Background: an optimization exercise with open tools, aiming at small area. Do not read the settings as production practice. Function was checked by simulation only, so behaviour that the tests miss may differ from the original. Power is estimated from default activity; no workload was simulated. The flow treats the clock pin as an ideal source, which a real chip does not have.

Setup of rev 12:
Design switch_top, start of the top module:
module switch_top (
	input  logic        clk,
	input  logic        arst_n,
	input  logic        init,
	input  logic [7:0]  thr_in,
	input  logic [3:0]  in_push,
	input  logic [39:0] in_word,
	output logic [3:0]  in_full,
	input  logic [3:0]  out_pop,
	output logic [39:0] out_word,
	output logic [3:0]  out_empty,
	output logic [3:0]  eg_afull,
	output logic [1:0]  state
);
	localparam logic [1:0] ST_RESET  = 2'd0;
	localparam logic [1:0] ST_INIT   = 2'd1;
	localparam logic [1:0] ST_IDLE   = 2'd2;
	localparam logic [1:0] ST_ACTIVE = 2'd3;
	logic [7:0][9:0] imem [4];
	logic [3:0] icnt [4];
	logic [2:0] irp  [4];
	logic [3:0] iempty;
	logic [3:0] ipop;
	logic [9:0] ihead [4];
	for (genvar i = 0; i < 4; i++) begin : g_in
		logic [2:0] wp;
		logic       wr;
		assign wp        = irp[i] + icnt[i][2:0];
		assign wr        = in_push[i] && !icnt[i][3];
		assign iempty[i] = (icnt[i] == 4'd0);
		assign in_full[i] = icnt[i][3];
		logic [7:0] rsel;
		assign rsel = 8'd1 << irp[i];
		always_comb begin
			ihead[i] = 10'd0;
			for (int k = 0; k < 8; k++) ihead[i] = ihead[i] | ({10{rsel[k]}} & imem[i][k]);
		end
		always_ff @(posedge clk) begin
			for (int k = 0; k < 8; k++) begin
				if (!icnt[i][3] && wp == 3'(k)) imem[i][k] <= in_word[10*i +: 10];
			end
		end
		always_ff @(posedge clk) begin
			irp[i] <= irp[i] + 3'(ipop[i]);
		end
		always_ff @(posedge clk or negedge arst_n) begin
			if (!arst_n) begin
				icnt[i] <= 4'd0;
			end else begin
  ...
==> flow/config.mk <==
export PLATFORM = sky130hd
export DESIGN_NAME = switch_top
export DESIGN_NICKNAME = switch_top
export VERILOG_FILES = /design/flow/design.v
export SDC_FILE = /design/flow/constraint.sdc
export NUM_CORES = 4
export LEC_CHECK = 0
export CAP_MARGIN = 0
export CORE_MARGIN = 2
export CORE_UTILIZATION = 70
export PLACE_DENSITY = 0.85
export SLEW_MARGIN = 0
==> flow/constraint.sdc <==
create_clock -name core_clock -period 4.5 [get_ports {clk}]
set_input_delay 0.9000 -clock core_clock [delete_from_list [all_inputs] [get_ports {clk}]]
set_output_delay 0.9000 -clock core_clock [all_outputs]
set_load 0.01 [all_outputs]
standard.sh (not shown) runs the stock make flow with config.mk's settings and CLKGATE_MAP_FILE= SYNTH_SCRIPT=/design/flow/synth_recipe.tcl, a recipe that flattens the netlist after the stock synthesis.
==> flow/flow/run.sh <==
#!/bin/bash
# Layout flow: the standard ORFS flow (standard.sh) with these changes.
#  Synthesis: synth_recipe.tcl as given, except that ORFS's synth.tcl runs ABC
#    with the area-oriented script abc_area.script (in this folder) and
#    ADDER_MAP_FILE is empty, so adders are left to ABC. The Yosys front end,
#    flip-flop mapping, flattening and renaming are unchanged, so the registers
#    are the standard synthesis's.
#  Placement: port buffers use sky130_fd_sc_hd__buf_1.
#  CTS: sinks clustered up to 30 within 100 um, no dummy loads.
# SLEW_MARGIN, CAP_MARGIN, CORE_UTILIZATION and PLACE_DENSITY come from config.mk.
# Each tool's full output: flow_make.log (make and all ORFS steps; ORFS also
# keeps per-step logs under orfs/logs).
set -euo pipefail
here=$(pwd)
fl="$here/flow"
# ORFS synth.tcl with the ABC script swapped
sed 's|^  log_cmd abc {\*}\$abc_args$|  lset abc_args 1 $::env(FLOW_ABC_SCRIPT)\n  log_cmd abc {*}$abc_args|' \
	"$FLOW_HOME/scripts/synth.tcl" > "$here/synth_area.tcl"
grep -q FLOW_ABC_SCRIPT "$here/synth_area.tcl"
# synth_recipe.tcl, sourcing that copy instead of ORFS's synth.tcl
sed 's|source \$::env(SCRIPTS_DIR)/synth.tcl|source '"$here"'/synth_area.tcl|' \
	"$here/synth_recipe.tcl" > "$here/synth_wrap.tcl"
grep -q synth_area.tcl "$here/synth_wrap.tcl"
export FLOW_ABC_SCRIPT="$fl/abc_area.script"
bash standard.sh \
	"SYNTH_SCRIPT=$here/synth_wrap.tcl" \
	"ADDER_MAP_FILE=" \
	"BUFFER_PORTS_ARGS=-buffer_cell sky130_fd_sc_hd__buf_1" \
	"CTS_ARGS=-sink_clustering_enable -repair_clock_nets -dont_use_dummy_load -sink_clustering_size 30 -sink_clustering_max_diameter 100" \
	finish > flow_make.log 2>&1
==> flow/flow/abc_area.script <==
strash
dch -f
amap
strash
dch -f
amap
strash
dch -f
amap
strash
dch -f
amap
buffer -c
topo
stime -c
dnsize -c
Edits applied to the flow inputs when going from rev 12 to rev 13:
--- a/flow/flow/run.sh
+++ b/flow/flow/run.sh
@@ -8,4 +8,6 @@
 #  Placement: port buffers use sky130_fd_sc_hd__buf_1.
 #  CTS: sinks clustered up to 30 within 100 um, no dummy loads.
+#  Global route: RECOVER_POWER=100 lets repair_timing downsize gates off the
+#    critical paths.
 # SLEW_MARGIN, CAP_MARGIN, CORE_UTILIZATION and PLACE_DENSITY come from config.mk.
 # Each tool's full output: flow_make.log (make and all ORFS steps; ORFS also
@@ -28,3 +30,4 @@
 	"BUFFER_PORTS_ARGS=-buffer_cell sky130_fd_sc_hd__buf_1" \
 	"CTS_ARGS=-sink_clustering_enable -repair_clock_nets -dont_use_dummy_load -sink_clustering_size 30 -sink_clustering_max_diameter 100" \
+	"RECOVER_POWER=100" \
 	finish > flow_make.log 2>&1
Findings:
Rev 13 finished all stages; however, its layout fails the closing checks, the failures being capacitance limit, slew limit. Of the two candidates, rev 12 has the better time the final worst path needs with I/O delays and setup and rev 13 the worse one. Between rev 12 and rev 13, the cell internal power dissipation does not differ in any meaningful way. ~same clock skew in rev 13 and rev 12. Comparing rev 12 with rev 13, the switching power of the nets came out essentially unchanged. Rev 12 → rev 13: final total power neither gained nor lost much, maximum frequency lost about 5.3%, multi-input combinational area share neither gained nor lost much, biggest cell delay along the critical path picked up an extra 470 ps. Rev 13 -> rev 12: post-route cell area flat. Rev 13: share of the clock period used by the worst path 5.0 points above rev 12. ~same clock-pin slew on the worst setup and hold paths in rev 13 and rev 12.

[port drivers added, routing unchanged]
The flow's constraints put no driver on any port. The routed layouts listed below were extracted and timed again, unchanged, in two steps. Step 1 sets driving cells, clkbuf_16 on the clock port and buf_2 on the other inputs (assumed; they add their load-dependent delay and slew). Step 2 also shifts input and output timing later by t, the mid clock arrival at the registers, as if the neighbouring blocks saw the same clock. Three values: no drivers, after step 1, after step 2; two values: the first two.
run | t, ns | slack for setup (ns) | hold slack, ns | cell pins on the clock port's net
rev 12 | 0.615 | 0.503 / 0.503 / 0.503 | 0.515 / 0.493 / 0.584 | 1
rev 13 | 0.613 | 0.278 / 0.278 / 0.278 | 0.529 / 0.545 / 0.582 | 1
